What follows belongs to an exercise in optimizing a design on an open flow for small area; a production flow would make more cautious choices.
Where RTL was checked, it was by simulation tests only, not by an equivalence proof against the original.
No functional check of the RTL was part of run 2.
Power figures rest on the tool's default switching activity, not on a simulated workload.

$ cat flow/config.mk
export PLATFORM = sky130hd
export DESIGN_NAME = bar_overlay
export DESIGN_NICKNAME = bar_overlay
export VERILOG_FILES = /design/flow/design.v
export SDC_FILE = /design/flow/constraint.sdc
export NUM_CORES = 4
export LEC_CHECK = 0
export CAP_MARGIN = 20
export CORE_MARGIN = 2
export CORE_UTILIZATION = 40
export SLEW_MARGIN = 20
$ cat flow/constraint.sdc
create_clock -name core_clock -period 10.0 [get_ports {clk}]
set_input_delay 2.0000 -clock core_clock [delete_from_list [all_inputs] [get_ports {clk}]]
set_output_delay 2.0000 -clock core_clock [all_outputs]
set_load 0.01 [all_outputs]
$ cat flow/design.v
module bar_animator (
  input  logic       clk,
  input  logic       rst,
  input  logic       i_tick,
  input  logic       i_tick_d,
  input  logic [7:0] i_value,
  input  logic [1:0] i_mode,
  output logic [6:0] o_mag,
  output logic       o_neg,
  output logic       o_flash
);
  logic [6:0] w_v, r_prev, r_mag;
  logic [4:0] r_flash;
  logic       r_neg, w_tneg, w_gt, w_ge, w_mz, w_same, w_inc, w_dec, r_inc, r_dec;
  assign w_v    = i_value[6:0];
  assign w_tneg = (i_mode == 2'd2) & i_value[7];
  assign w_ge   = w_v >= r_mag;
  assign w_gt   = (w_v > r_mag) & (r_mag != 7'd100);
  assign w_mz   = r_mag == 7'd0;
  assign w_same = w_tneg == r_neg;
  assign w_inc  = w_gt & (w_mz | w_same);
  assign w_dec  = ~w_mz & ~(w_same & w_ge);
  always_ff @(posedge clk) begin
    r_inc <= w_inc;
    r_dec <= w_dec;
  end
  always_ff @(posedge clk) begin
    if (rst) begin
      r_prev  <= '0;
      r_flash <= '0;
      r_neg   <= 1'b0;
      r_mag   <= '0;
    end else begin
      if (i_tick) begin
        r_prev <= w_v;
        if ((w_v < r_prev) && (w_v < 7'd100)) r_flash <= 5'd16;
        else if (r_flash != '0)               r_flash <= r_flash - 5'd1;
        if (w_mz)                        r_neg <= w_inc & w_tneg;
        else if (w_dec & (r_mag == 7'd1)) r_neg <= 1'b0;
      end
      if (i_tick_d) begin
        if (r_inc)      r_mag <= r_mag + 7'd1;
        else if (r_dec) r_mag <= r_mag - 7'd1;
      end
    end
  end
  assign o_mag   = r_mag;
  assign o_neg   = r_neg;
  assign o_flash = r_flash[1];
endmodule
module bar_pixel (
  input  logic [10:0] i_x,
  input  logic [10:0] i_y,
  input  logic [10:0] i_xp,
  input  logic [10:0] i_yp,
  input  logic [1:0]  i_mode,
  input  logic [6:0]  i_mag,
  input  logic        i_neg,
  output logic        o_hit,
  output logic        o_fill
);
  logic signed [11:0] s, e, dy;
  logic [8:0]  len;
  logic cen, flip, cin, fx, ox, fy, oy, fill_x, inner;
  assign cen  = i_mode[1];
  assign flip = cen ? i_neg : i_mode[0];
  assign cin  = ~(flip ^ cen);
  assign s    = $signed({1'b0, i_x}) + $signed({1'b1, ~i_xp}) + $signed({11'b0, cin});
  assign e    = s ^ {12{flip}};
  assign dy   = $signed({1'b0, i_y}) - $signed({1'b0, i_yp});
  assign len  = {2'b0, i_mag} + {1'b0, i_mag, 1'b0};
  assign fx = (e <= 299) && (cen ? (e >= -301) : (e >= 0));
  assign ox = (e <= 304) && (cen ? (e >= -306) : (e >= -5));
  assign fy = dy >= 0 && dy <= 19;
  assign oy = dy >= -5 && dy <= 24;
  assign fill_x = ~e[11] & (e[8:0] < len);
  assign inner  = fx & fy;
  assign o_hit  = (i_mode != 2'd3) & ox & oy & (~inner | fill_x);
  assign o_fill = inner;
endmodule
module bar_overlay #(
  parameter int NUM_BARS = 4
) (
  input  logic                  clk,
  input  logic                  rst,
  input  logic [NUM_BARS*8-1:0]  bar_value,
  input  logic [NUM_BARS*2-1:0]  bar_mode,
  input  logic [NUM_BARS*11-1:0] bar_xpos,
  input  logic [NUM_BARS*11-1:0] bar_ypos,
  input  logic [NUM_BARS*12-1:0] bar_colour,
  input  logic [NUM_BARS*12-1:0] bar_colour_neg,
  input  logic [10:0]           in_vcount,
  input  logic                  in_vsync,
  input  logic                  in_vblnk,
  input  logic [10:0]           in_hcount,
  input  logic                  in_hsync,
  input  logic                  in_hblnk,
  input  logic [11:0]           in_rgb,
  output logic [10:0]           out_vcount,
  output logic                  out_vsync,
  output logic                  out_vblnk,
  output logic [10:0]           out_hcount,
  output logic                  out_hsync,
  output logic                  out_hblnk,
  output logic [11:0]           out_rgb
);
  logic r_vblnk, r_tick_d, w_tick, w_none, w_pf;
  logic [NUM_BARS-1:0] w_hit, w_fill, w_neg, w_flash, w_sel, w_pc, w_pn;
  logic [NUM_BARS-1:0][6:0] w_mag;
  logic [11:0] w_rgb;
  assign w_tick = in_vblnk & ~r_vblnk;
  for (genvar g = 0; g < NUM_BARS; g++) begin : g_bar
    bar_animator u_anim (
      .clk(clk), .rst(rst), .i_tick(w_tick), .i_tick_d(r_tick_d),
      .i_value(bar_value[g*8 +: 8]), .i_mode(bar_mode[g*2 +: 2]),
      .o_mag(w_mag[g]), .o_neg(w_neg[g]), .o_flash(w_flash[g])
    );
    bar_pixel u_px (
      .i_x(in_hcount), .i_y(in_vcount),
      .i_xp(bar_xpos[g*11 +: 11]), .i_yp(bar_ypos[g*11 +: 11]),
      .i_mode(bar_mode[g*2 +: 2]), .i_mag(w_mag[g]), .i_neg(w_neg[g]),
      .o_hit(w_hit[g]), .o_fill(w_fill[g])
    );
  end
  always_comb begin
    for (int i = 0; i < NUM_BARS; i++) begin
      w_sel[i] = ~rst & w_hit[i];
      for (int j = 0; j < i; j++) w_sel[i] = w_sel[i] & ~w_hit[j];
      w_pc[i] = w_sel[i] & w_fill[i] & ~w_flash[i] & ~(bar_mode[i*2 +: 2] == 2'd2 && w_neg[i]);
      w_pn[i] = w_sel[i] & w_fill[i] & ~w_flash[i] &  (bar_mode[i*2 +: 2] == 2'd2 && w_neg[i]);
    end
    w_pf   = |(w_sel & w_fill & w_flash);
    w_none = ~rst & ~|w_hit;
    for (int b = 0; b < 12; b++) begin
      w_rgb[b] = w_pf | (w_none & in_rgb[b]);
      for (int i = 0; i < NUM_BARS; i++)
        w_rgb[b] = w_rgb[b] | (w_pc[i] & bar_colour[i*12 + b]) | (w_pn[i] & bar_colour_neg[i*12 + b]);
    end
  end
  always_ff @(posedge clk) begin
    out_rgb <= w_rgb;
    if (rst) begin
      r_vblnk    <= 1'b0;
      r_tick_d   <= 1'b0;
      out_vcount <= '0;
      out_vsync  <= 1'b0;
      out_vblnk  <= 1'b0;
      out_hcount <= '0;
      out_hsync  <= 1'b0;
      out_hblnk  <= 1'b0;
    end else begin
      r_vblnk    <= in_vblnk;
      r_tick_d   <= w_tick;
      out_vcount <= in_vcount;
      out_vsync  <= in_vsync;
      out_vblnk  <= in_vblnk;
      out_hcount <= in_hcount;
      out_hsync  <= in_hsync;
      out_hblnk  <= in_hblnk;
    end
  end
endmodule
$ cat flow/run.sh
#!/bin/bash
# synth_recipe.tcl (not shown) runs the flow's synth.tcl, then flattens the netlist and writes it again
# the make line also repeats each setting of config.mk as NAME=value (left out here)
make -C /OpenROAD-flow-scripts/flow DESIGN_CONFIG=/design/flow/config.mk WORK_HOME=/design/flow/orfs CLKGATE_MAP_FILE= SYNTH_SCRIPT=/design/flow/synth_recipe.tcl finish
==> impl_results.md, run 1 <==
- Synth Area in Adders: 0.213
- Synth-to-layout area growth: 25.6%
- Final hold violations: 0
- Largest net degree at the start of global routing: 74
- Min Clock Period, post-route: 7420 ps
- CTS tree: done
- GR Overflow Total: 0
- Leak pwr: 8.77 nW
- First-pass GRT wire length: 82,500 µm
- Core footprint: between 0.03 and 0.04 mm²
- Max Clk Rate: roughly 0.13 GHz
- Clock Tree Buf Depth: 2
- CP Class: input port to register
- FFs w/ async S/R, synth: 0
- Count of cell types in the netlist: 76
- Worst Path Max Fanout: 11
- Top post-synthesis cells by area: ha_1 19%, dfxtp_1 16%, xnor2_1 5.3%
- Post-CTS Hold Buffers: 0
- Clk slew on worst S/H paths: approximately 70 ps
- Slew @ Worst Pin: 1030 ps
- Synth top area share: 0.193
- Avg WL per Cell: 17.6 µm
- Routed Antenna Nets: 0
- IO Pins: between 300 and 400
- Crit path max-delay cell type: nor4b_2
- Via count: 16,200
- Drt total wl: about 52,000 µm
- DRC viols: 0
- Post-synth EDFFs: 0
- Post-synthesis xor/xnor area fraction: 0.0838
- Comb power frac: 0.461
- Post-synthesis simple-gate area fraction: 0.202
- Sw Ratio: 0.386
- Total Neg Setup Slack: 0 ps
- Worst hold slack: 454 ps
- Main combinational cell family by area after synthesis: compound AO/OA/AOI/OAI gates
- Peak VDD IR: about 0.14 mV
- Fin. max-slew vios: 0
- Seq/Total Area, Yosys: 0.156
- Clock sink count: 127
- Seq. cell area: between 0.002 and 0.003 mm²
- Setup violators final: 0
- Sequential share of power: 0.249
- Initial antenna violation count: 2
- Syn. warnings: 2
- Final period utilization: 0.742
- Worst-path cell chain: clkdlybuf4s50_1 -> inv_1 -> mux2i_1 -> fa_1 -> inv_1 -> fa_1 -> nor2b_1 -> o2111a_1 -> nor3_1 -> xnor2_1 -> ha_1 -> a21o_1 -> a21oi_1 -> nand2_1 -> o21ai_0 -> a211o_1 -> o2111ai_1 -> or3_1 -> nor4_1 -> nor4b_2 -> a222oi_1 -> nand3_1
- Post-Place Cells: 2,895
- Full die area: 0.0423 mm²
- Area of the multi-input gates: 0.0127 mm²
- Starting density of the core: 0.407
- Fillers: 3,867
- Dominant cell type by area after synthesis: ha_1
- PortBufs: 301
- Status: no timing/DRC/antenna violations
- WP data required: 10,390 ps
- Clock latency (worst-skew pair): 450 ps
- Vert. Die Dim: 206 µm
- Drt pass-1 iters: 5
- Worst setup SP type: input port
- Final HPWL DP: between 40,000 and 50,000 µm
- Ys flop type: dfxtp_1
- Min-delay worst type: register to register
- Slew margin rel.: 0.315
- Cell count after synthesis: 2,126
- Die Wd: 206 µm
- Iter 0 DRT Violations: 949
- FF+latch count, synth: 127
- Vias in the first global route: ~16,000
- PwrDens: 118 mW/mm²
- Rows: 73
- CTS Buf Count: 17
- Commonest non-fill, non-tap cells in the layout: 300 x clkdlybuf4s50_1, 251 x ha_1, 216 x inv_1
- Tot Pwr: 2.41 mW
- Final setup skew: 13.4 ps
- Number of H-tree levels: 4
- Crit. End Element: register
- Cell Area, Synth: 0.0163 mm²
- Max incr delay on CP: about 860 ps
- Internal: around 1.5 mW
- Final worst slack: 2580 ps
- Avg Cell Area, Syn: 7.65 µm²
- Commonest non-fill, non-tap cell in the layout: clkdlybuf4s50_1
- Syn_nets: 2,657
- Crit path DAT: 7810 ps
- Final std cells w/o fill: around 2,900
- Via density: 5.53
- Setup Fix Bufs, Post-CTS: 0
- Clk pwr share: 0.290
- MaxCap Viol Count: 0
- Layout cell share with drive strength beyond 1: 0.0346
- CTS root buf: clkbuf_16
- Final Net Count: 2,920
- Pre-CTS setup slack: 2180 ps
- Post-synthesis compound-gate area fraction: 0.243
- Post-synthesis mux area share: 0.0359
- Psw: 0.932 mW
- Final Wtd Congestion: around 0.9
- Post_cts resized: 0
- RSZ-0062 raised after global routing: false
- GRT Total Usage: 0.246
## flip-flops by register name (all words and copies together), names as in the netlist, 4 cells and up
register	flops
out_hcount	11
g_bar.u_anim.r_neg	4
g_bar.u_anim.r_flash	20
out_vcount	11
g_bar.u_anim.r_inc	4
g_bar.u_anim.r_dec	4
g_bar.u_anim.r_mag	28
g_bar.u_anim.r_prev	28
out_rgb	12
## kinds of logic (layout without fill, tap and decap cells)
kind of cell | Yosys count | in the layout
other cells | 0 | 1
xor+xnor | 150 | 150
mux | 56 | 56
compound gates | 580 | 580
simple gates | 664 | 664
fa+ha+maj | 267 | 267
flops | 127 | 127
buf+inv | 282 | 558
## Yosys cell counts, types with 12 or more instances
library cell / instances
ha_1: 251
inv_1: 216
nand2_1: 170
nor2_1: 154
a21oi_1: 151
dfxtp_1: 127
xnor2_1: 99
o21ai_0: 90
nand3_1: 65
nor2b_1: 56
clkbuf_1: 55
a21o_1: 50
mux2i_1: 48
xor2_1: 47
nor3_1: 39
a31oi_1: 34
a211oi_1: 31
or3_1: 28
nand2b_1: 27
nand4_1: 27
o211ai_1: 26
nor4_1: 20
o21a_1: 19
fa_1: 16
o2111ai_1: 16
or2_2: 16
o32ai_1: 15
o211a_1: 13
o22ai_1: 12
o31ai_1: 12
## power by group through the flow
| stage | logic, mW | registers (mW) | clock network [mW] |
|---|---|---|---|
| final | 1.11 | 0.602 | 0.700 |
| after global routing | 1.25 | 0.610 | 0.735 |
| after CTS | 1.11 | 0.602 | 0.718 |
| after detailed placement | 1.10 | 0.613 | 0 |
| after global placement | 1.08 | 0.612 | 0 |
| after floorplan | 0.775 | 0.597 | 0 |
## layout make-up
| cell class | instances | area share |
|---|---|---|
| diodes | 1 | 0.000123 |
| clock buffers | 17 | 0.0208 |
| clock inverters | 15 | 0.0101 |
| inverters | 216 | 0.0397 |
| multi-input cells | 1717 | 0.622 |
| flip-flops and latches | 127 | 0.125 |
| well taps | 525 | 0.0322 |
| repair buffers | 310 | 0.151 |
## layer usage
metal / part of all wire / wire length [µm] / vias up / GRT usage
met5: 0.00021 / 11 / - / 0
met3: 0.058 / 2980 / 68 / 0.0485
li1: - / - / 8224 / -
met4: 0.029 / 1510 / 2 / 0.0850
met1: 0.46 / 23800 / 7430 / 0.320
met2: 0.45 / 23400 / 472 / 0.403
## worst paths after layout
path | cells past startpoint | to | slack (ps) | startpoint
max | 22 | out_rgb[1]$_DFF_P_ | 2580 | bar_mode[7]
min | 2 | g_bar[3].u_anim.r_prev[1]$_SDFFE_PP0P_ | 450 | g_bar[3].u_anim.r_prev[1]$_SDFFE_PP0P_
max reg2reg | 21 | out_rgb[1]$_DFF_P_ | 4410 | g_bar[3].u_anim.r_neg$_SDFFE_PP0P_
min reg2reg | 2 | g_bar[3].u_anim.r_prev[1]$_SDFFE_PP0P_ | 450 | g_bar[3].u_anim.r_prev[1]$_SDFFE_PP0P_
## per-stage QoR
step           utilization  cell area, µm²
4_1_cts              0.511           20400
3_5_place_dp         0.496           19800
6_report             0.511           20400
2_1_floorplan            -           16300
3_3_place_gp         0.495           19800
5_1_grt              0.511           20400
## critical path, delay by kind of cell
family | cells | cell delay, ps
simple gates | 7 | 1880
mux | 1 | 310
fa+ha+maj | 3 | 1060
buf+inv | 3 | 780
compound gates | 7 | 1340
xor+xnor | 1 | 400
==> inputs of run 2 (changes only) <==
--- a/flow/design.v
+++ b/flow/design.v
@@ -5,2 +5,3 @@
   input  logic       i_tick_d,
+  input  logic       i_prev_ok,
   input  logic [7:0] i_value,
@@ -25,2 +26,3 @@
     r_dec <= w_dec;
+    if (i_tick) r_prev <= w_v;
   end
@@ -28,3 +30,2 @@
     if (rst) begin
-      r_prev  <= '0;
       r_flash <= '0;
@@ -34,4 +35,3 @@
       if (i_tick) begin
-        r_prev <= w_v;
-        if ((w_v < r_prev) && (w_v < 7'd100)) r_flash <= 5'd16;
+        if (i_prev_ok && (w_v < r_prev) && (w_v < 7'd100)) r_flash <= 5'd16;
         else if (r_flash != '0)               r_flash <= r_flash - 5'd1;
@@ -106,3 +106,3 @@
 );
-  logic r_vblnk, r_tick_d, w_tick, w_none, w_pf;
+  logic r_vblnk, r_tick_d, r_prev_ok, w_tick, w_none, w_pf;
   logic [NUM_BARS-1:0] w_hit, w_fill, w_neg, w_flash, w_sel, w_pc, w_pn;
@@ -113,3 +113,3 @@
     bar_animator u_anim (
-      .clk(clk), .rst(rst), .i_tick(w_tick), .i_tick_d(r_tick_d),
+      .clk(clk), .rst(rst), .i_tick(w_tick), .i_tick_d(r_tick_d), .i_prev_ok(r_prev_ok),
       .i_value(bar_value[g*8 +: 8]), .i_mode(bar_mode[g*2 +: 2]),
@@ -144,2 +144,3 @@
       r_tick_d   <= 1'b0;
+      r_prev_ok  <= 1'b0;
       out_vcount <= '0;
@@ -153,2 +154,3 @@
       r_tick_d   <= w_tick;
+      if (w_tick) r_prev_ok <= 1'b1;
       out_vcount <= in_vcount;
==> flow/flow/run.sh (new file) <==
#!/bin/bash
# Own layout flow: the standard layout (standard.sh) from floorplan on,
# fed with an area-oriented synthesis of the same RTL (synth.tcl), tried
# with several ABC scripts in parallel; the smallest netlist whose
# registers match the standard synthesis's (names and cells) is laid out.
# Each tool's output goes to a log file of its own in this folder.
set -uo pipefail
W=$PWD
F=$W/flow
R=$W/orfs/results/$FLOW_PLATFORM/bar_overlay/base

regs() { grep -oE '^ *sky130_fd_sc_hd__(df|dl|sdf|edf)[a-z0-9_]* +[^ ]+' "$1" | awk '{print $1, $2}' | sort; }

# 1. the standard synthesis: the registers to keep
bash standard.sh synth > $W/std_synth.log 2>&1 || { echo "standard synthesis failed"; exit 1; }
cp $R/1_2_yosys.v $W/std_1_2_yosys.v
regs $W/std_1_2_yosys.v > $W/std_regs.txt
std_area=$(awk '/Chip area/{print $NF}' $W/orfs/reports/$FLOW_PLATFORM/bar_overlay/base/synth_stat.txt)
echo "standard synthesis: area $std_area, $(wc -l < $W/std_regs.txt) registers"

# 2. area-oriented synthesis, one ABC script per job
for s in 1 2 3 4; do
  ( export MY_ABC=$F/abc_$s.script
    make -C $FLOW_HOME DESIGN_CONFIG=$W/config.mk WORK_HOME=$W/syn_$s CLKGATE_MAP_FILE= \
      SYNTH_SCRIPT=$F/synth.tcl synth > $W/syn_$s.log 2>&1 ) &
done
wait

best=""; best_area=$std_area
for s in 1 2 3 4; do
  n=$W/syn_$s/results/$FLOW_PLATFORM/bar_overlay/base/1_2_yosys.v
  st=$W/syn_$s/reports/$FLOW_PLATFORM/bar_overlay/base/synth_stat.txt
  [[ -f $n && -f $st ]] || { echo "script $s: no netlist"; continue; }
  a=$(awk '/Chip area/{print $NF}' $st)
  if regs $n | cmp -s - $W/std_regs.txt; then
    echo "script $s: area $a, registers match"
    if awk -v a=$a -v b=$best_area 'BEGIN{exit !(a < b)}'; then best=$s; best_area=$a; fi
  else
    echo "script $s: area $a, registers differ"
  fi
done

# 3. lay out the chosen netlist with the standard flow
if [[ -n $best ]]; then
  echo "using script $best (area $best_area)"
  cp $W/syn_$best/results/$FLOW_PLATFORM/bar_overlay/base/1_2_yosys.v $R/1_2_yosys.v
  rm -f $R/1_synth.odb $R/1_synth.sdc
else
  echo "using the standard synthesis"
fi
bash standard.sh > $W/std_layout.log 2>&1 || { echo "layout failed"; tail -20 $W/std_layout.log; exit 1; }
echo "layout done"
==> flow/flow/abc_1.script (new file) <==
strash
dc2
dch
amap
==> flow/flow/abc_2.script (new file) <==
strash
&get -n
&deepsyn -T 60
&put
dch
amap
==> flow/flow/abc_3.script (new file) <==
strash
dc2
resub -K 8
dc2
dch
amap
==> flow/flow/abc_4.script (new file) <==
strash
&get -n
&deepsyn -T 90 -S 7
&put
dc2
dch
amap
==> flow/flow/synth.tcl (new file) <==
# ORFS synthesis as synth_recipe.tcl runs it (synth -nofsm -noshare, then
# flatten and the same renames), with an area-oriented mapping:
#  - adders and comparators keep Yosys's default carry logic (no
#    Kogge-Stone extra map) and are not extracted into half/full adder cells,
#  - ABC maps the logic with the script in MY_ABC, with no delay target.
# Registers are untouched by any of this, so they come out with the names
# and cells the standard synthesis gives them (run.sh checks that).
proc synth {args} {
  set i [lsearch $args -extra-map]
  if {$i >= 0} { set args [lreplace $args $i [expr {$i+1}]] }
  yosys synth -nofsm -noshare {*}$args
}
proc extract_fa {args} { puts "extract_fa skipped" }
proc abc {args} {
  set i [lsearch $args -script]
  set args [lreplace $args $i [expr {$i+1}] -script $::env(MY_ABC)]
  set i [lsearch $args -D]
  if {$i >= 0} { set args [lreplace $args $i [expr {$i+1}]] }
  yosys abc {*}$args
}
source $::env(SCRIPTS_DIR)/synth.tcl
# left out here: clear keep_hierarchy, flatten, clean up, hide names made inside functions, write 1_2_yosys.v
==> flow/standard.sh (new file) <==
#!/bin/bash
# synth_recipe.tcl (not shown) runs the flow's synth.tcl, then flattens the netlist and writes it again
# the make line also repeats each setting of config.mk as NAME=value (left out here)
make -C /OpenROAD-flow-scripts/flow DESIGN_CONFIG=/design/flow/config.mk WORK_HOME=/design/flow/orfs CLKGATE_MAP_FILE= SYNTH_SCRIPT=/design/flow/synth_recipe.tcl "${@:-finish}"
removed: flow/run.sh
==> run 2 against run 1 <==
  * Maximum frequency shrank 8.5%
  * Cell count shrank 20%
  * Critical endpoint is now out_rgb[4]$_DFF_P_
  * Sequential share of layout area grew 7.1 points
  * Critical path type unchanged
  * Register-to-register slack lost 350 ps
  * Hold slack gained 16 ps
  * Wire length shrank 23%
  * Die area shrank 35%
  * Sequential power shrank 2%
  * Area after synthesis shrank 36%
==> impl_results.md, run 2 <==
- Core Util, Final: 0.564 (+0.0521)
- Syn. warnings: 2 (unchanged)
- Peak VDD IR: 0.111 mV (-18%)
- Total Neg Setup Slack: 0 ps (unchanged)
- Number of H-tree levels: 4 (unchanged)
- Final period utilization: 0.811 (+0.0691)
- Slew @ Worst Pin: 1110 ps (+87.6 ps)
- Core footprint: 0.0258 mm² (-35%)
- CP Class: input port to register
- DRC viols: 0 (unchanged)
- WP data required: 10,320 ps (-70 ps)
- Vert. Die Dim: 165 µm (-20%)
- Via count: 12,900 (-21%)
- MaxCap Viol Count: 0 (unchanged)
- CTS tree: done
- Worst Hold Path Cells: 2 (unchanged)
- Post_cts resized: 0 (unchanged)
- Setup violators final: 0 (unchanged)
- Min Clock Period, post-route: 8110 ps (+691 ps)
- Synth-to-layout area growth: 39.8%
- Crit path DAT: 8430 ps (+620 ps)
- Commonest non-fill, non-tap cell in the layout: nor2_1
- Crit path max-delay cell type: clkdlybuf4s50_1
- Starting density of the core: 0.403 (-0.00425)
- Largest net degree at the start of global routing: 46 (-38%)
- Fin. max-slew vios: 0 (unchanged)
- PwrDens: 131 mW/mm² (+11%)
- Max Clk Rate: 0.123 GHz (-8.5%)
- Clock latency (worst-skew pair): 440 ps (about the same)
- Layout cell share with drive strength beyond 1: 0.0215 (-0.0131)
- Clock sink count: 128 (+0.79%)
- Top Registers: g_bar.u_anim.r_mag: 28 flops, g_bar.u_anim.r_prev: 28 flops, g_bar.u_anim.r_flash: 20 flops
- Worst setup SP type: input port
- Most used cell, CP: a21oi_1
- Min-delay worst type: register to register
- Cell Area, Synth: 0.0104 mm² (-36%)
- Leak pwr: 5.24 nW (-40%)
- Post-CTS Hold Buffers: 0 (unchanged)
- Via density: 5.51 (-0.46%)
- Clock Tree Buf Depth: 2 (unchanged)
- First-pass GRT wire length: 59,600 µm (-28%)
- Setup Fix Bufs, Post-CTS: 0 (unchanged)
- Slew margin rel.: 0.255 (-0.0594)
- GR Overflow Total: 0 (unchanged)
- Commonest non-fill, non-tap cells in the layout: 441 x nor2_1, 300 x clkdlybuf4s50_1, 193 x clkinv_1
- Max incr delay on CP: 500 ps (-360 ps)
- Fillers: 2,541 (-34%)
- Avg WL per Cell: 17.0 µm (-3.6%)
- Routed Antenna Nets: 0 (unchanged)
- Drt pass-1 iters: 6 (+1)
- IO Pins: 302 (unchanged)
- PortBufs: 301 (unchanged)
- RSZ-0062 raised after global routing: false
- Final setup skew: 16.3 ps (+2.87 ps)
- Syn_nets: 1,922 (-28%)
- CTS Buf Count: 17 (unchanged)
- Clk slew on worst S/H paths: 60 ps (about the same)
- Reg2Reg Depth: 30 (+43%)
- Drt total wl: 39,800 µm (-23%)
- Vias in the first global route: 11,500 (-27%)
- Final HPWL DP: 32,000 µm (-25%)
- Cell count after synthesis: 1,658 (-22%)
- Final Net Count: 2,251 (-23%)
- Final Wtd Congestion: 0.955 (+4.7%)
- Worst Path Max Fanout: 12 (+1)
- Worst hold slack: 470 ps (+15.8 ps)
- Rows: 59 (-19%)
- Full die area: 0.0273 mm² (-35%)
- Crit. End Element: register
- Final hold violations: 0 (unchanged)
- Iter 0 DRT Violations: 1,068 (+13%)
- GRT Total Usage: 0.281 (+0.0356)
- Status: no timing/DRC/antenna violations
- Die Wd: 165 µm (-20%)
- Avg Cell Area, Syn: 6.28 µm² (-18%)
- CTS root buf: clkbuf_16
- Initial antenna violation count: 2 (unchanged)
-- run 2: path summary, 6_finish.rpt --
path	from	end	slack, ps
hold reg to reg	g_bar[1].u_anim.r_flash[0]$_SDFFE_PP0P_	g_bar[1].u_anim.r_flash[0]$_SDFFE_PP0P_	470
setup reg to reg	g_bar[1].u_anim.r_neg$_SDFFE_PP0P_	out_rgb[4]$_DFF_P_	4060
hold / removal	g_bar[1].u_anim.r_flash[0]$_SDFFE_PP0P_	g_bar[1].u_anim.r_flash[0]$_SDFFE_PP0P_	470
setup / recovery	in_vcount[1]	out_rgb[4]$_DFF_P_	1890
-- run 2: metrics by stage --
step	cell area (µm²)	setup WS [ps]	instances	power, mW
2_1_floorplan	10400	2840	1658	0.971
3_3_place_gp	13900	1770	2303	1.22
3_5_place_dp	13900	1440	2303	1.22
4_1_cts	14600	1870	2335	1.92
5_1_grt	14600	978	2337	2.02
6_report	14600	1890	2338	1.91
-- run 2: area by class of cell --
type | count | area (µm²) | share of cell area
multi-input cells | 1337 | 6860 | 0.471
diodes | 3 | 7.51 | 0.000516
inverters | 193 | 724 | 0.0498
flip-flops and latches | 128 | 2840 | 0.195
clock buffers | 19 | 443 | 0.0304
repair buffers | 310 | 3080 | 0.211
well taps | 335 | 419 | 0.0288
clock inverters | 13 | 188 | 0.0129
-- run 2: critical path, delay by kind of cell --
| family | cells | cell delay, ps |
|---|---|---|
| AO/OA/AOI/OAI | 16 | 2650 |
| AND/OR/NAND/NOR | 15 | 2440 |
| buffers and inverters | 6 | 1330 |
-- run 2: power by group --
| group | switching (mW) | internal [mW] |
|---|---|---|
| sequential | 0.0247 | 0.566 |
| combinational | 0.359 | 0.273 |
| clock | 0.264 | 0.425 |
-- run 2: routing by layer --
layer / global-route usage / share of wire / vias to the layer above
met5: 0 / 0 / -
met4: 0.0803 / 0.024 / 0
met3: 0.0487 / 0.070 / 56
met2: 0.456 / 0.46 / 423
met1: 0.384 / 0.44 / 5782
li1: - / - / 6612
==> inputs of run 3 (changes only) <==
--- a/flow/design.v
+++ b/flow/design.v
@@ -61,5 +61,5 @@
 );
-  logic signed [11:0] s, e, dy;
-  logic [8:0]  len;
-  logic cen, flip, cin, fx, ox, fy, oy, fill_x, inner;
+  logic [11:0] s, dy;
+  logic [8:0]  u, len;
+  logic cen, flip, cin, inr, eneg, fx, ox, fy, oy, fill_x, inner;
   assign cen  = i_mode[1];
@@ -67,11 +67,13 @@
   assign cin  = ~(flip ^ cen);
-  assign s    = $signed({1'b0, i_x}) + $signed({1'b1, ~i_xp}) + $signed({11'b0, cin});
-  assign e    = s ^ {12{flip}};
-  assign dy   = $signed({1'b0, i_y}) - $signed({1'b0, i_yp});
+  assign s    = {1'b0, i_x} + {1'b1, ~i_xp} + {11'b0, cin};
+  assign dy   = {1'b0, i_y} - {1'b0, i_yp};
   assign len  = {2'b0, i_mag} + {1'b0, i_mag, 1'b0};
-  assign fx = (e <= 299) && (cen ? (e >= -301) : (e >= 0));
-  assign ox = (e <= 304) && (cen ? (e >= -306) : (e >= -5));
-  assign fy = dy >= 0 && dy <= 19;
-  assign oy = dy >= -5 && dy <= 24;
-  assign fill_x = ~e[11] & (e[8:0] < len);
+  assign inr  = (s[11:9] == 3'b000) | (s[11:9] == 3'b111);
+  assign eneg = s[9] ^ flip;
+  assign u    = s[8:0] ^ {9{flip}};
+  assign fx = inr & (eneg ? (cen & (u >= 9'd211)) : (u <= 9'd299));
+  assign ox = inr & (eneg ? (cen ? (u >= 9'd206) : (u >= 9'd507)) : (u <= 9'd304));
+  assign fy = (dy[11:5] == 7'd0) & (dy[4:0] <= 5'd19);
+  assign oy = ((dy[11:5] == 7'd0) & (dy[4:0] <= 5'd24)) | ((dy[11:3] == 9'h1FF) & (dy[2:0] >= 3'd3));
+  assign fill_x = ~eneg & (u < len);
   assign inner  = fx & fy;
--- a/flow/flow/run.sh
+++ b/flow/flow/run.sh
@@ -50,3 +50,8 @@
 fi
-bash standard.sh > $W/std_layout.log 2>&1 || { echo "layout failed"; tail -20 $W/std_layout.log; exit 1; }
+# port buffers of the smallest buffer cell; clock tree of small buffers,
+# with no dummy loads
+bash standard.sh \
+  BUFFER_PORTS_ARGS="-buffer_cell sky130_fd_sc_hd__buf_1" \
+  CTS_ARGS="-sink_clustering_enable -repair_clock_nets -dont_use_dummy_load -root_buf sky130_fd_sc_hd__clkbuf_8 -buf_list sky130_fd_sc_hd__clkbuf_8" \
+  finish > $W/std_layout.log 2>&1 || { echo "layout failed"; tail -20 $W/std_layout.log; exit 1; }
 echo "layout done"
==> run 3 against run 2 <==
  * Still clean on timing, DRC and antenna
  * Wire length is 1.9% lower
  * Cell count decreased by 2.6%
  * Non-clock buffer count shrank 3
  * Synthesized cell count fell by 2.4%
  * Maximum frequency fell by 4.1%
  * Die area fell by 0.80%
  * Sequential cell count unchanged
  * Critical path depth shrank 2
==> impl_results.md, run 3 <==
- Status: no timing/DRC/antenna violations
- Drt pass-1 iters: 7 (+1)
- Leak pwr: 4.13 nW (-21%)
- Fillers: 2,717 (+6.9%)
- Fin. max-slew vios: 0 (unchanged)
- Top Registers: g_bar.u_anim.r_mag: 28 flops, g_bar.u_anim.r_prev: 28 flops, g_bar.u_anim.r_flash: 20 flops
- Clk pwr share: 0.247 (-0.113)
- Internal: 0.892 mW (-29%)
- Reg2Reg Depth: 34 (+13%)
- Cell Area, Synth: 0.0103 mm² (-0.82%)
- Full die area: 0.0271 mm² (-0.80%)
- Post-Place Cells: 2,255 (-2.1%)
- Sequential share of power: 0.402 (+0.093)
- Avg Cell Area, Syn: 6.38 µm² (+1.6%)
- Commonest non-fill, non-tap cell in the layout: nor2_1
- Setup violators final: 0 (unchanged)
- Iter 0 DRT Violations: 1,110 (+3.9%)
- Clock Tree Buf Depth: 2 (unchanged)
- Via count: 12,700 (-1.1%)
- Seq. cell area: 0.00284 mm² (unchanged)
- Peak VDD IR: 0.0708 mV (-36%)
- Slew margin rel.: 0.339 (+0.0840)
- CTS Buf Count: 17 (unchanged)
- Crit. End Element: register
- GRT Total Usage: 0.279 (-0.00184)
- Layout cell share with drive strength beyond 1: 0.0134 (-0.00811)
- Pre-CTS setup slack: 1220 ps (-222 ps)
- Comb power frac: 0.352 (+0.021)
- CTS root buf: clkbuf_8
- Routed Antenna Nets: 0 (unchanged)
- WP data required: 10,300 ps (-20 ps)
- Worst hold slack: 468 ps (-1.29 ps)
- IO Pins: 302 (unchanged)
- Final HPWL DP: 31,200 µm (-2.4%)
- Final worst slack: 1540 ps (-348 ps)
- Min Clock Period, post-route: 8460 ps (+348 ps)
- Clock sink count: 128 (unchanged)
- Synth-to-layout area growth: 17.9%
- RR Startpoint: g_bar[0].u_anim.r_neg$_SDFFE_PP0P_
- CP top delay family: compound AO/OA/AOI/OAI gates
- Crit path max-delay cell type: nor4b_1
- Final std cells w/o fill: 2,277 (-2.6%)
- Final Wtd Congestion: 0.945 (-1.0%)
- Cell count after synthesis: 1,618 (-2.4%)
- CP Class: input port to register
- Post-CTS Hold Buffers: 0 (unchanged)
- Syn_nets: 1,882 (-2.1%)
- Setup Fix Bufs, Post-CTS: 0 (unchanged)
- Total Neg Setup Slack: 0 ps (unchanged)
- Drt total wl: 39,000 µm (-1.9%)
- Rows: 58 (-1.7%)
- Final period utilization: 0.846 (+0.0348)
- Starting density of the core: 0.409 (+0.00594)
- CTS tree: done
- Worst path buffer plus inverter count: 5 (-1)
- GR Overflow Total: 0 (unchanged)
- Min-delay worst type: register to register
- MaxCap Viol Count: 0 (unchanged)
- Sw Ratio: 0.391 (+0.0529)
- Slew @ Worst Pin: 987 ps (-126 ps)
- DRC viols: 0 (unchanged)
- Final hold violations: 0 (unchanged)
- RSZ-0062 raised after global routing: false
- Largest net degree at the start of global routing: 69 (+50%)
- Max Clk Rate: 0.118 GHz (-4.1%)
- Worst Path Max Fanout: 17 (+5)
- Vias in the first global route: 11,400 (-0.58%)
- Reg-to-reg slack, setup: 3190 ps (-870 ps)
- Number of H-tree levels: 4 (unchanged)
- Post_cts resized: 0 (unchanged)
- Fin area: 0.0122 mm² (-16%)
- Via density: 5.59 (+1.5%)
- Critical path depth in cells: 35 (-5.4%)
- PwrDens: 120 mW/mm² (-8.3%)
- Initial antenna violation count: 4 (+2)
- Most used cell, CP: nor2_1
- Avg WL per Cell: 17.1 µm (+0.76%)
- Core footprint: 0.0253 mm² (-2.3%)
- Die Wd: 165 µm (-0.40%)
- Final Net Count: 2,208 (-1.9%)
- First-pass GRT wire length: 59,000 µm (-1.1%)
- Placed Instance Area: 0.0119 mm² (-14%)
- Worst setup SP type: input port
- Commonest non-fill, non-tap cells in the layout: 408 x nor2_1, 300 x buf_1, 191 x clkinv_1
- Psw: 0.574 mW (-11%)
- Max incr delay on CP: 740 ps (+240 ps)
- CP endpoint: out_rgb[2]$_DFF_P_
- Clock latency (worst-skew pair): 470 ps (+30 ps)
- Area of the multi-input gates: 0.00678 mm² (-1.2%)
- Final setup skew: 32.4 ps (+16.2 ps)
- Clk slew on worst S/H paths: 60 ps (about the same)
- Worst setup startpoint: bar_mode[1]
- Syn. warnings: 2 (unchanged)
- Crit Reg-Reg Endpoint: out_rgb[2]$_DFF_P_
- Crit path DAT: 8760 ps (+330 ps)
- PortBufs: 301 (unchanged)
- Vert. Die Dim: 165 µm (-0.40%)
==> run 3: changes by cell type in the layout (fill, tap and decap cells not counted), moves of 11 or more <==
cell             before  now
a21oi_1             160  147
a22o_1                1   13
a22oi_1              13   26
buf_1                 0  300
clkbuf_16            17    0
clkbuf_8              1   17
clkdlybuf4s50_1     300    0
nand2_1             168  136
nor2_1              441  408
nor3_1               36   47
o21ai_0             133  159
xnor2_1              14    0
==> run 3: worst min-delay path by stage <==
stage	from	slack (ps)	depth (start not counted)	to
after floorplan	g_bar[0].u_anim.r_flash[0]$_SDFFE_PP0P_	440	2	g_bar[0].u_anim.r_flash[0]$_SDFFE_PP0P_
after global routing	g_bar[1].u_anim.r_flash[0]$_SDFFE_PP0P_	490	2	g_bar[1].u_anim.r_flash[0]$_SDFFE_PP0P_
after CTS	g_bar[2].u_anim.r_flash[0]$_SDFFE_PP0P_	470	2	g_bar[2].u_anim.r_flash[0]$_SDFFE_PP0P_
final	g_bar[2].u_anim.r_flash[0]$_SDFFE_PP0P_	470	2	g_bar[2].u_anim.r_flash[0]$_SDFFE_PP0P_
after global placement	g_bar[1].u_anim.r_flash[0]$_SDFFE_PP0P_	450	2	g_bar[1].u_anim.r_flash[0]$_SDFFE_PP0P_
after detailed placement	g_bar[1].u_anim.r_flash[0]$_SDFFE_PP0P_	450	2	g_bar[1].u_anim.r_flash[0]$_SDFFE_PP0P_
==> run 3: worst register-to-register path: cells and delay by family, from the launching register on <==
family,cells,cell delay (ps)
AO/OA/AOI/OAI,16,2900
buffers and inverters,4,1070
AND/OR/NAND/NOR,14,2380
flip-flops,1,330
==> run 3: routing by layer <==
| layer | track usage | vias to the layer above | part of all wire |
|---|---|---|---|
| met1 | 0.378 | 5716 | 0.45 |
| met4 | 0.104 | 0 | 0.028 |
| met5 | 0 | - | 0 |
| met2 | 0.449 | 441 | 0.45 |
| met3 | 0.0450 | 63 | 0.069 |
| li1 | - | 6511 | - |
==> run 3: metrics by stage <==
step                      total power, mW   util
final                                1.47  0.482
after CTS                            1.47  0.482
after global routing                 1.56  0.482
after floorplan                     0.938      -
after global placement               1.10  0.472
after detailed placement             1.11  0.472
==> run 3: cell type report <==
cell class                      count  share of cell area
Tap cell                          330              0.0339
Sequential cell                   128               0.233
Antenna cell                        5             0.00103
Multi-Input combinational cell   1299               0.557
Clock buffer                       17              0.0192
Timing Repair Buffer              307              0.0966
Inverter                          191              0.0589
==> run 3: power groups by stage <==
stage	Sequential, mW	Combinational, mW	Clock, mW
2_1_floorplan	0.599	0.339	0
3_3_place_gp	0.600	0.502	0
3_5_place_dp	0.600	0.506	0
4_1_cts	0.588	0.509	0.369
5_1_grt	0.593	0.583	0.388
6_report	0.589	0.515	0.361
==> inputs of run 4 (changes only) <==
--- a/flow/design.v
+++ b/flow/design.v
@@ -28,2 +28,5 @@
   end
+  logic w_vz, w_m1;
+  assign w_vz = w_v == 7'd0;
+  assign w_m1 = r_mag == 7'd1;
   always_ff @(posedge clk) begin
@@ -36,5 +39,4 @@
         if (i_prev_ok && (w_v < r_prev) && (w_v < 7'd100)) r_flash <= 5'd16;
-        else if (r_flash != '0)               r_flash <= r_flash - 5'd1;
-        if (w_mz)                        r_neg <= w_inc & w_tneg;
-        else if (w_dec & (r_mag == 7'd1)) r_neg <= 1'b0;
+        else if (r_flash != '0)                            r_flash <= r_flash - 5'd1;
+        if (w_mz | w_m1) r_neg <= w_tneg & ~w_vz & (w_mz | r_neg);
       end
==> flow/flow/abc_1.script (replaced) <==
strash
dc2
resub -K 8
dc2
dch
amap
==> flow/flow/abc_2.script (replaced) <==
strash
&get -n
&deepsyn -T 60 -S 3
&put
dc2
&get -n
&deepsyn -T 60 -S 5
&put
dch
amap
==> flow/flow/abc_3.script (replaced) <==
strash
&get -n
&deepsyn -T 60
&put
dch
amap
==> flow/flow/abc_4.script (replaced) <==
strash
dc2
dch
amap
==> flow/flow/lcu_ripple.v (new file) <==
(* techmap_celltype = "$lcu" *)
module _80_lcu_ripple (P, G, CI, CO);
  parameter WIDTH = 2;
  (* force_downto *)
  input [WIDTH-1:0] P, G;
  input CI;
  (* force_downto *)
  output [WIDTH-1:0] CO;
  genvar i;
  assign CO[0] = G[0] | (P[0] & CI);
  generate for (i = 1; i < WIDTH; i = i + 1) begin : g
    assign CO[i] = G[i] | (P[i] & CO[i-1]);
  end endgenerate
endmodule
--- a/flow/flow/synth.tcl
+++ b/flow/flow/synth.tcl
@@ -2,4 +2,5 @@
 # flatten and the same renames), with an area-oriented mapping:
-#  - adders and comparators keep Yosys's default carry logic (no
-#    Kogge-Stone extra map) and are not extracted into half/full adder cells,
+#  - adders and comparators get ripple carry logic (lcu_ripple.v in place of
+#    the Kogge-Stone extra map) and are not extracted into half/full adder
+#    cells,
 #  - ABC maps the logic with the script in MY_ABC, with no delay target.
@@ -7,2 +8,3 @@
 # and cells the standard synthesis gives them (run.sh checks that).
+set ::my_dir [file dirname [file normalize [info script]]]
 proc synth {args} {
@@ -10,2 +12,3 @@
   if {$i >= 0} { set args [lreplace $args $i [expr {$i+1}]] }
+  lappend args -extra-map $::my_dir/lcu_ripple.v
   yosys synth -nofsm -noshare {*}$args
==> run 4 against run 3 <==
  * Still clean on timing, DRC and antenna
  * Clock skew is 2.0 ps lower
  * Sequential power is 5.6% higher
  * First-iteration DRC count shrank 8.7%
  * Synthesized cell count shrank 3.0%
  * Core utilization decreased by 0.17 points
  * Cell count down 2.2%
  * Clock power decreased by 2%
  * Area after synthesis down 1.2%
  * Sequential cell count is the same
  * Critical path depth rose by 1
  * Wire length shrank 3.9%
  * Critical path type unchanged
  * Largest cell class unchanged
  * Largest power group unchanged
==> impl_results.md, run 4 <==
- RSZ-0062 raised after global routing: false
- Routed Antenna Nets: 0 (unchanged)
- Layout cell share with drive strength beyond 1: 0.0153 (+0.00192)
- Drt total wl: 37,500 µm (-3.9%)
- Cell count after synthesis: 1,569 (-3.0%)
- Setup Fix Bufs, Post-CTS: 0 (unchanged)
- Final Wtd Congestion: 0.923 (-2.3%)
- Min-delay worst type: register to register
- Initial antenna violation count: 7 (+3)
- Pre-CTS setup slack: 2170 ps (+951 ps)
- Total Neg Setup Slack: 0 ps (unchanged)
- Via density: 5.58 (-0.15%)
- Final period utilization: 0.748 (-0.0972)
- PortBufs: 301 (unchanged)
- MaxCap Viol Count: 0 (unchanged)
- Setup violators final: 0 (unchanged)
- Core footprint: 0.0251 mm² (-0.57%)
- Avg WL per Cell: 16.8 µm (-1.8%)
- Max incr delay on CP: 510 ps (-230 ps)
- Iter 0 DRT Violations: 1,013 (-8.7%)
- Rows: 58 (unchanged)
- Final hold violations: 0 (unchanged)
- Worst Path Max Fanout: 12 (-5)
- Crit. End Element: register
- Cell Area, Synth: 0.0102 mm² (-1.2%)
- CTS tree: done
- Clock Tree Buf Depth: 2 (unchanged)
- Worst setup SP type: input port
- Final Net Count: 2,160 (-2.2%)
- Crit path DAT: 7810 ps (-950 ps)
- Peak VDD IR: 0.0633 mV (-11%)
- Vert. Die Dim: 164 µm (-0.61%)
- Commonest non-fill, non-tap cell in the layout: buf_1
- DRC viols: 0 (unchanged)
- Fillers: 2,675 (-1.5%)
- GRT Total Usage: 0.276 (-0.00350)
- IO Pins: 302 (unchanged)
- Leak pwr: 4.06 nW (-1.5%)
- Slew margin rel.: 0.293 (-0.0469)
- Clock latency (worst-skew pair): 470 ps (about the same)
- Number of H-tree levels: 4 (unchanged)
- Min Clock Period, post-route: 7480 ps (-972 ps)
- Full die area: 0.0268 mm² (-1.2%)
- Starting density of the core: 0.406 (-0.00277)
- Post-CTS Hold Buffers: 0 (unchanged)
- Fin. max-slew vios: 0 (unchanged)
- Via count: 12,400 (-2.3%)
- CTS root buf: clkbuf_8
- Clk slew on worst S/H paths: 90 ps (+30 ps)
- First-pass GRT wire length: 57,700 µm (-2.1%)
- Synth-to-layout area growth: 18.3%
- Status: no timing/DRC/antenna violations
- Syn_nets: 1,833 (-2.6%)
- Commonest non-fill, non-tap cells in the layout: 300 x buf_1, 297 x nor2_1, 225 x o21ai_0
- Final worst slack: 2520 ps (+972 ps)
- Final setup skew: 30.4 ps (-2.03 ps)
- Final HPWL DP: 30,200 µm (-3.2%)
- Clock sink count: 128 (unchanged)
- Max Clk Rate: 0.134 GHz (+13%)
- Crit path max-delay cell type: and2_0
- Vias in the first global route: 11,200 (-2.1%)
- Slew @ Worst Pin: 1060 ps (+71.8 ps)
- CP Class: input port to register
- Post_cts resized: 0 (unchanged)
- Syn. warnings: 2 (unchanged)
- Die Wd: 164 µm (-0.61%)
- Largest net degree at the start of global routing: 35 (-49%)
- Drt pass-1 iters: 7 (unchanged)
- WP data required: 10,330 ps (+30 ps)
- GR Overflow Total: 0 (unchanged)
- Avg Cell Area, Syn: 6.50 µm² (+1.8%)
- CTS Buf Count: 17 (unchanged)
- Top Registers: g_bar.u_anim.r_mag: 28 flops, g_bar.u_anim.r_prev: 28 flops, g_bar.u_anim.r_flash: 20 flops
- PwrDens: 127 mW/mm² (+5.5%)
- Most used cell, CP: nand2_1
run 4: power by group:
part           internal [mW]  switching [mW]
Clock                  0.150           0.203
Combinational          0.205           0.352
Sequential             0.579          0.0423
run 4: final timing paths:
path / from / end / slack [ps] / cells after the start
max reg2reg: g_bar[0].u_anim.r_neg$_SDFFE_PP0P_ / out_rgb[0]$_DFF_P_ / 4180 / 35
max: in_hcount[0] / out_rgb[0]$_DFF_P_ / 2520 / 36
min: g_bar[2].u_anim.r_flash[4]$_SDFFE_PP0P_ / g_bar[2].u_anim.r_flash[4]$_SDFFE_PP0P_ / 480 / 2
min reg2reg: g_bar[2].u_anim.r_flash[4]$_SDFFE_PP0P_ / g_bar[2].u_anim.r_flash[4]$_SDFFE_PP0P_ / 480 / 2
run 4: area by class of cell:
type	instances	area, µm²	share of cell area
Antenna cell	4	10.0	0.000830
Clock buffer	17	234	0.0194
Inverter	184	691	0.0572
Multi-Input combinational cell	1257	6690	0.555
Sequential cell	128	2840	0.236
Tap cell	330	413	0.0342
Timing Repair Buffer	308	1180	0.0981
run 4: metrics by stage:
step                      instances  hold slack (ps)  cell area [µm²]  power (mW)  utilization
after floorplan                1569              443            10200        1.01            -
after global placement         2206              473            11800        1.18        0.470
after detailed placement       2206              475            11800        1.18        0.470
after CTS                      2223              488            12000        1.53        0.479
after global routing           2226              521            12100        1.65        0.480
final                          2228              484            12100        1.53        0.480
run 4: layer usage:
layer | GRT usage | up-vias | routed length (µm)
li1 | - | 6449 | -
met5 | 0 | - | 40
met4 | 0.0953 | 6 | 990
met2 | 0.438 | 487 | 16700
met3 | 0.0755 | 65 | 3440
met1 | 0.361 | 5431 | 16300
run 4: worst max-delay path: cells and delay by family:
family	cells	cell delay [ps]
AOI/OAI and AO/OA	15	2580
buffers and inverters	2	470
and+or+nand+nor	19	2760
==> inputs of run 5 (changes only) <==
--- a/flow/flow/run.sh
+++ b/flow/flow/run.sh
@@ -3,3 +3,3 @@
 # fed with an area-oriented synthesis of the same RTL (synth.tcl), tried
-# with several ABC scripts in parallel; the smallest netlist whose
+# with several ABC scripts, four at a time; the smallest netlist whose
 # registers match the standard synthesis's (names and cells) is laid out.
@@ -21,3 +21,5 @@
 # 2. area-oriented synthesis, one ABC script per job
-for s in 1 2 3 4; do
+SCRIPTS=$(ls $F/abc_*.script | sed 's/.*abc_\([0-9]*\)\.script/\1/' | sort -n)
+n=0
+for s in $SCRIPTS; do
   ( export MY_ABC=$F/abc_$s.script
@@ -25,2 +27,4 @@
       SYNTH_SCRIPT=$F/synth.tcl synth > $W/syn_$s.log 2>&1 ) &
+  n=$((n+1))
+  if (( n % 4 == 0 )); then wait; fi
 done
@@ -29,3 +33,3 @@
 best=""; best_area=$std_area
-for s in 1 2 3 4; do
+for s in $SCRIPTS; do
   n=$W/syn_$s/results/$FLOW_PLATFORM/bar_overlay/base/1_2_yosys.v
==> flow/flow/abc_5.script (new file) <==
strash
&get -n
&deepsyn -T 60 -S 3
&put
dc2
&get -n
&deepsyn -T 60 -S 5
&put
dc2
resub -K 8
dch
amap
==> flow/flow/abc_6.script (new file) <==
strash
dc2
resub -K 8
dc2
&get -n
&deepsyn -T 90 -S 9
&put
dch
amap
==> flow/flow/abc_7.script (new file) <==
strash
&get -n
&deepsyn -T 40 -S 1
&put
dc2
&get -n
&deepsyn -T 40 -S 2
&put
dc2
&get -n
&deepsyn -T 40 -S 4
&put
dch
amap
==> flow/flow/abc_8.script (new file) <==
strash
&get -n
&deepsyn -T 120
&put
dch
amap
==> run 5 against run 4 <==
  * Core utilization unchanged
  * Sequential power about the same
  * Clock skew unchanged
  * Area after synthesis unchanged
  * Sequential cell count unchanged
  * Clock-buffer cell count unchanged
  * Largest power group unchanged
==> impl_results.md, run 5 <==
- Status: no timing/DRC/antenna violations
- Min-delay worst type: register to register
- Cell count after synthesis: 1,569 (unchanged)
- Largest net degree at the start of global routing: 35 (unchanged)
- Starting density of the core: 0.406 (unchanged)
- Commonest non-fill, non-tap cell in the layout: buf_1
- GR Overflow Total: 0 (unchanged)
- Post-CTS Hold Buffers: 0 (unchanged)
- Crit Reg-Reg Endpoint: out_rgb[0]$_DFF_P_
- WP data required: 10,330 ps (about the same)
- Final Net Count: 2,160 (unchanged)
- Slew @ Worst Pin: 1060 ps (unchanged)
- Crit path max-delay cell type: and2_0
- Number of H-tree levels: 4 (unchanged)
- IO Pins: 302 (unchanged)
- Worst setup SP type: input port
- Peak VDD IR: 0.0633 mV (unchanged)
- Syn. warnings: 2 (unchanged)
- Via density: 5.58 (unchanged)
- Core footprint: 0.0251 mm² (unchanged)
- Clk slew on worst S/H paths: 90 ps (about the same)
- Layout cell share with drive strength beyond 1: 0.0153 (unchanged)
- GRT Total Usage: 0.276 (unchanged)
- CP Class: input port to register
- Worst Path Max Fanout: 12 (unchanged)
- Top Registers: g_bar.u_anim.r_mag: 28 flops, g_bar.u_anim.r_prev: 28 flops, g_bar.u_anim.r_flash: 20 flops
- RR Startpoint: g_bar[0].u_anim.r_neg$_SDFFE_PP0P_
- Worst Hold Path Cells: 2 (unchanged)
- Crit path DAT: 7810 ps (about the same)
- Drt total wl: 37,500 µm (unchanged)
- Avg WL per Cell: 16.8 µm (unchanged)
- Setup violators final: 0 (unchanged)
- Final Wtd Congestion: 0.923 (unchanged)
- Routed Antenna Nets: 0 (unchanged)
- Max Clk Rate: 0.134 GHz (unchanged)
- Crit. End Element: register
- Iter 0 DRT Violations: 1,013 (unchanged)
- Clock latency (worst-skew pair): 470 ps (about the same)
- Vias in the first global route: 11,200 (unchanged)
- Clock Tree Buf Depth: 2 (unchanged)
- Cell Area, Synth: 0.0102 mm² (unchanged)
- Final HPWL DP: 30,200 µm (unchanged)
- Clock sink count: 128 (unchanged)
- Rows: 58 (unchanged)
- Reg2Reg Depth: 35 (unchanged)
- Max incr delay on CP: 510 ps (about the same)
- MaxCap Viol Count: 0 (unchanged)
- DRC viols: 0 (unchanged)
- Hold worst-path end: g_bar[2].u_anim.r_flash[4]$_SDFFE_PP0P_
- PortBufs: 301 (unchanged)
- Tot Pwr: 1.53 mW (unchanged)
- First-pass GRT wire length: 57,700 µm (unchanged)
- Syn_nets: 1,833 (unchanged)
- Final hold violations: 0 (unchanged)
- Full die area: 0.0268 mm² (unchanged)
- CP top delay family: simple AND/OR/NAND/NOR gates
- Post_cts resized: 0 (unchanged)
- Fin. max-slew vios: 0 (unchanged)
- Initial antenna violation count: 7 (unchanged)
- Worst path buffer plus inverter count: 2 (unchanged)
- RSZ-0062 raised after global routing: false
- Vert. Die Dim: 164 µm (unchanged)
- Avg Cell Area, Syn: 6.50 µm² (unchanged)
- Final period utilization: 0.748 (unchanged)
- Die Wd: 164 µm (unchanged)
- Total Neg Setup Slack: 0 ps (unchanged)
- CTS tree: done
- Via count: 12,400 (unchanged)
- Hold wc startpoint: g_bar[2].u_anim.r_flash[4]$_SDFFE_PP0P_
- Setup Fix Bufs, Post-CTS: 0 (unchanged)
- Reg-to-reg slack, setup: 4180 ps (about the same)
- Slew margin rel.: 0.293 (unchanged)
- Synth-to-layout area growth: 18.3% (unchanged)
- Commonest non-fill, non-tap cells in the layout: 300 x buf_1, 297 x nor2_1, 225 x o21ai_0
- Drt pass-1 iters: 7 (unchanged)
- Most used cell, CP: nand2_1
- PwrDens: 127 mW/mm² (unchanged)
- Leak pwr: 4.06 nW (unchanged)
- CTS root buf: clkbuf_8
- Final setup skew: 30.4 ps (unchanged)
- CTS Buf Count: 17 (unchanged)
- Min Clock Period, post-route: 7480 ps (unchanged)
==> run 5: worst max path at each step <==
stage | from | to | slack (ps) | cells past startpoint
after floorplan | bar_mode[0] | out_rgb[0]$_DFF_P_ | 3320 | 23
after global routing | in_hcount[0] | out_rgb[0]$_DFF_P_ | 1820 | 36
final | in_hcount[0] | out_rgb[0]$_DFF_P_ | 2520 | 36
after global placement | in_hcount[0] | out_rgb[0]$_DFF_P_ | 2270 | 36
after detailed placement | in_hcount[0] | out_rgb[0]$_DFF_P_ | 2170 | 36
after CTS | in_hcount[0] | out_rgb[0]$_DFF_P_ | 2590 | 36
==> run 5: stage by stage <==
stage	setup slack, ps	cells	cell area [µm²]	utilization	hold WS, ps
after floorplan	3320	1569	10200	-	443
after global placement	2270	2206	11800	0.470	473
after detailed placement	2170	2206	11800	0.470	475
after CTS	2590	2223	12000	0.479	488
after global routing	1820	2226	12100	0.480	521
final	2520	2228	12100	0.480	484
==> run 5: cell type report <==
cell class / instances / area, µm²
multi-input combinational: 1257 / 6690
tap: 330 / 413
antenna: 4 / 10.0
sequential: 128 / 2840
timing repair buffer: 308 / 1180
inverter: 184 / 691
fill: 2675 / 13000
clock buffer: 17 / 234
==> run 5: report_power, final <==
part | switching (mW) | total [mW] | internal, mW
Sequential | 0.0423 | 0.622 | 0.579
Combinational | 0.352 | 0.557 | 0.205
Clock | 0.203 | 0.353 | 0.150
Total | 0.598 | 1.53 | 0.934
==> run 5: per-layer routing <==
| metal | vias up | GRT usage | wire, µm |
|---|---|---|---|
| met4 | 6 | 0.0953 | 990 |
| met1 | 5431 | 0.361 | 16300 |
| met2 | 487 | 0.438 | 16700 |
| met3 | 65 | 0.0755 | 3440 |
| met5 | - | 0 | 40 |
| li1 | 6449 | - | - |
==> run 5: worst min-delay path, delay by kind of cell (launching register included) <==
family	cells	cell delay, ps
AO/OA/AOI/OAI	2	130
flip-flops	1	310
==> inputs of run 6 (changes only) <==
--- a/flow/design.v
+++ b/flow/design.v
@@ -18,3 +18,3 @@
   assign w_ge   = w_v >= r_mag;
-  assign w_gt   = (w_v > r_mag) & (r_mag != 7'd100);
+  assign w_gt   = (w_v > r_mag) & ~(r_mag[6] & r_mag[5] & r_mag[2]);
   assign w_mz   = r_mag == 7'd0;
==> run 6 against run 5 <==
  * Non-clock buffer count down 2
  * Maximum frequency down 7.4%
  * Register-to-register slack lost 660 ps
  * Cell count decreased by 0.31%
  * Critical endpoint is now out_rgb[6]$_DFF_P_
  * Combinational power about the same
==> impl_results.md, run 6 <==
- Crit path max-delay cell type: a2111oi_0
- Setup violators final: 0 (unchanged)
- Worst setup startpoint: bar_mode[5]
- Final Wtd Congestion: 0.944 (+2.3%)
- Avg Cell Area, Syn: 6.48 µm² (-0.27%)
- Rows: 58 (unchanged)
- Clk pwr share: 0.231 (about the same)
- Clock sink count: 128 (unchanged)
- Crit Reg-Reg Endpoint: out_rgb[6]$_DFF_P_
- Crit. End Element: register
- Synth-to-layout area growth: 18.2% (about the same)
- CTS tree: done
- WP data required: 10,300 ps (-30 ps)
- Area of the multi-input gates: 0.00662 mm² (-1.0%)
- Sequential share of power: 0.406 (about the same)
- Total Neg Setup Slack: 0 ps (unchanged)
- CTS root buf: clkbuf_8
- Placed Instance Area: 0.0117 mm² (-0.72%)
- Initial antenna violation count: 6 (-1)
- Number of H-tree levels: 4 (unchanged)
- Die Wd: 163 µm (-0.35%)
- Peak VDD IR: 0.0747 mV (+18%)
- Commonest non-fill, non-tap cell in the layout: nor2_1
- RSZ-0062 raised after global routing: false
- CTS Buf Count: 17 (unchanged)
- PortBufs: 301 (unchanged)
- RR Startpoint: g_bar[2].u_anim.r_neg$_SDFFE_PP0P_
- Clk slew on worst S/H paths: 70 ps (-20 ps)
- Final setup skew: 36.9 ps (+6.45 ps)
- Syn. warnings: 2 (unchanged)
- Drt pass-1 iters: 6 (-1)
- Iter 0 DRT Violations: 896 (-12%)
- Seq. cell area: 0.00284 mm² (unchanged)
- Starting density of the core: 0.405 (-0.00172)
- MaxCap Viol Count: 0 (unchanged)
- Worst Path Max Fanout: 12 (unchanged)
- Worst hold slack: 483 ps (-1.43 ps)
- Cell count after synthesis: 1,562 (-0.45%)
- Post-Place Cells: 2,198 (-0.36%)
- Max Clk Rate: 0.124 GHz (-7.4%)
- Full die area: 0.0266 mm² (-0.70%)
- Via count: 12,600 (+0.90%)
- Avg WL per Cell: 17.8 µm (+6.0%)
- Most used cell, CP: o21ai_0
- Status: no timing/DRC/antenna violations
- Final period utilization: 0.808 (+0.0594)
- Commonest non-fill, non-tap cells in the layout: 304 x nor2_1, 300 x buf_1, 226 x o21ai_0
- Final Net Count: 2,151 (-0.42%)
- Fillers: 2,717 (+1.6%)
- Vert. Die Dim: 163 µm (-0.35%)
- Leak pwr: 3.99 nW (-1.8%)
- Reg2Reg Depth: 26 (-26%)
- Layout cell share with drive strength beyond 1: 0.0133 (-0.00205)
- Final HPWL DP: 31,500 µm (+4.3%)
- Top Registers: g_bar.u_anim.r_mag: 28 flops, g_bar.u_anim.r_prev: 28 flops, g_bar.u_anim.r_flash: 20 flops
- Clock Tree Buf Depth: 2 (unchanged)
- Slew @ Worst Pin: 1150 ps (+90.5 ps)
- Post-CTS Hold Buffers: 0 (unchanged)
- Crit path DAT: 8370 ps (+560 ps)
- Worst setup SP type: input port
- Final std cells w/o fill: 2,221 (-0.31%)
- Internal: 0.930 mW (-0.42%)
- Cell Area, Synth: 0.0101 mm² (-0.71%)
- Min Clock Period, post-route: 8080 ps (+594 ps)
- CP endpoint: out_rgb[6]$_DFF_P_
- Routed Antenna Nets: 0 (unchanged)
- Vias in the first global route: 11,400 (+2.0%)
- Via density: 5.65 (+1.2%)
- Largest net degree at the start of global routing: 55 (+57%)
- First-pass GRT wire length: 60,600 µm (+5.1%)
- Max incr delay on CP: 560 ps (+50 ps)
- Min-delay worst type: register to register
- Fin. max-slew vios: 0 (unchanged)
- GRT Total Usage: 0.294 (+0.0181)
- PwrDens: 128 mW/mm² (+0.95%)
- Slew margin rel.: 0.232 (-0.0605)
- CP Class: input port to register
- Drt total wl: 39,600 µm (+5.6%)
- Clock latency (worst-skew pair): 460 ps (about the same)
- Sw Ratio: 0.394 (+0.00357)
- Final hold violations: 0 (unchanged)
- Setup Fix Bufs, Post-CTS: 0 (unchanged)
- IO Pins: 302 (unchanged)
- Syn_nets: 1,826 (-0.38%)
- Core Util, Final: 0.478 (-0.00235)
- GR Overflow Total: 0 (unchanged)
- DRC viols: 0 (unchanged)
- Post_cts resized: 0 (unchanged)
- Comb power frac: 0.364 (about the same)
- Fin area: 0.0120 mm² (-0.78%)
- Reg-to-reg slack, setup: 3520 ps (-660 ps)
- Psw: 0.604 mW (+1.1%)
- Core footprint: 0.0250 mm² (-0.29%)
==> run 6: metal layers <==
layer	global-route usage	up-vias	routed length (µm)
met3	0.0576	61	3370
li1	-	6416	-
met5	0	-	0
met2	0.478	545	17700
met1	0.382	5528	17300
met4	0.119	0	1190
==> run 6: layout make-up <==
| cell class | instances | share of cell area |
|---|---|---|
| tap | 330 | 0.0345 |
| clock buffer | 17 | 0.0195 |
| multi-input combinational | 1254 | 0.553 |
| inverter | 180 | 0.0564 |
| timing repair buffer | 306 | 0.0976 |
| antenna | 6 | 0.00125 |
| sequential | 128 | 0.237 |
==> run 6: power groups by stage <==
stage / logic [mW] / clock network, mW / registers, mW
after global placement: 0.541 / 0 / 0.633
after detailed placement: 0.548 / 0 / 0.632
after global routing: 0.635 / 0.383 / 0.630
after floorplan: 0.374 / 0 / 0.626
final: 0.558 / 0.354 / 0.623
after CTS: 0.551 / 0.365 / 0.621
==> run 6: metrics by stage <==
stage	power, mW	setup WS, ps
after global routing	1.65	1200
after floorplan	0.999	3050
after detailed placement	1.18	1580
after CTS	1.54	2010
final	1.53	1920
after global placement	1.17	1670
==> run 6: worst min-delay path by stage <==
| stage | startpoint | end | slack, ps | cells after the start |
|---|---|---|---|---|
| floorplan | g_bar[0].u_anim.r_flash[4]$_SDFFE_PP0P_ | g_bar[0].u_anim.r_flash[4]$_SDFFE_PP0P_ | 440 | 2 |
| global placement | g_bar[3].u_anim.r_flash[4]$_SDFFE_PP0P_ | g_bar[3].u_anim.r_flash[4]$_SDFFE_PP0P_ | 470 | 2 |
| detailed placement | g_bar[0].u_anim.r_flash[4]$_SDFFE_PP0P_ | g_bar[0].u_anim.r_flash[4]$_SDFFE_PP0P_ | 480 | 2 |
| CTS | g_bar[1].u_anim.r_flash[4]$_SDFFE_PP0P_ | g_bar[1].u_anim.r_flash[4]$_SDFFE_PP0P_ | 490 | 2 |
| global route | g_bar[0].u_anim.r_flash[4]$_SDFFE_PP0P_ | g_bar[0].u_anim.r_flash[4]$_SDFFE_PP0P_ | 540 | 2 |
| finish | g_bar[1].u_anim.r_flash[4]$_SDFFE_PP0P_ | g_bar[1].u_anim.r_flash[4]$_SDFFE_PP0P_ | 480 | 2 |
==> run 6: critical path, delay by kind of cell <==
kind,cells,cell delay [ps]
AO/OA/AOI/OAI,14,3550
buffers and inverters,4,1170
AND/OR/NAND/NOR,9,1660

==> re-timing with driven ports <==
No port has a modelled driver above. Below, the same layouts with a new extraction and two added sets of constraints.
Step 1, drivers: a clkbuf_16 drives clk and a buf_2 each remaining input, both assumed.
Step 2 also shifts input and output timing later by t, the mid clock arrival at the registers, as if the neighbouring blocks saw the same clock.
a / b / c = ideal / step 1 / step 2; a / b = the first two.
run | t (ns) | setup slack, ns | latest minus earliest clock arrival (ns)
run 1 | 0.496 | 2.583 / 2.607 / 2.110 | 0.015 / 0.015
run 2 | 0.477 | 1.892 / 1.919 / 1.442 | 0.017 / 0.017
run 3 | 0.497 | 1.544 / 1.568 / 1.070 | 0.036 / 0.037
run 4 | 0.497 | 2.516 / 2.505 / 2.008 | 0.031 / 0.030
run 5 | 0.497 | 2.516 / 2.505 / 2.008 | 0.031 / 0.030
run 6 | 0.489 | 1.921 / 1.930 / 1.441 | 0.038 / 0.038
After both steps setup and hold are still met in every run listed.
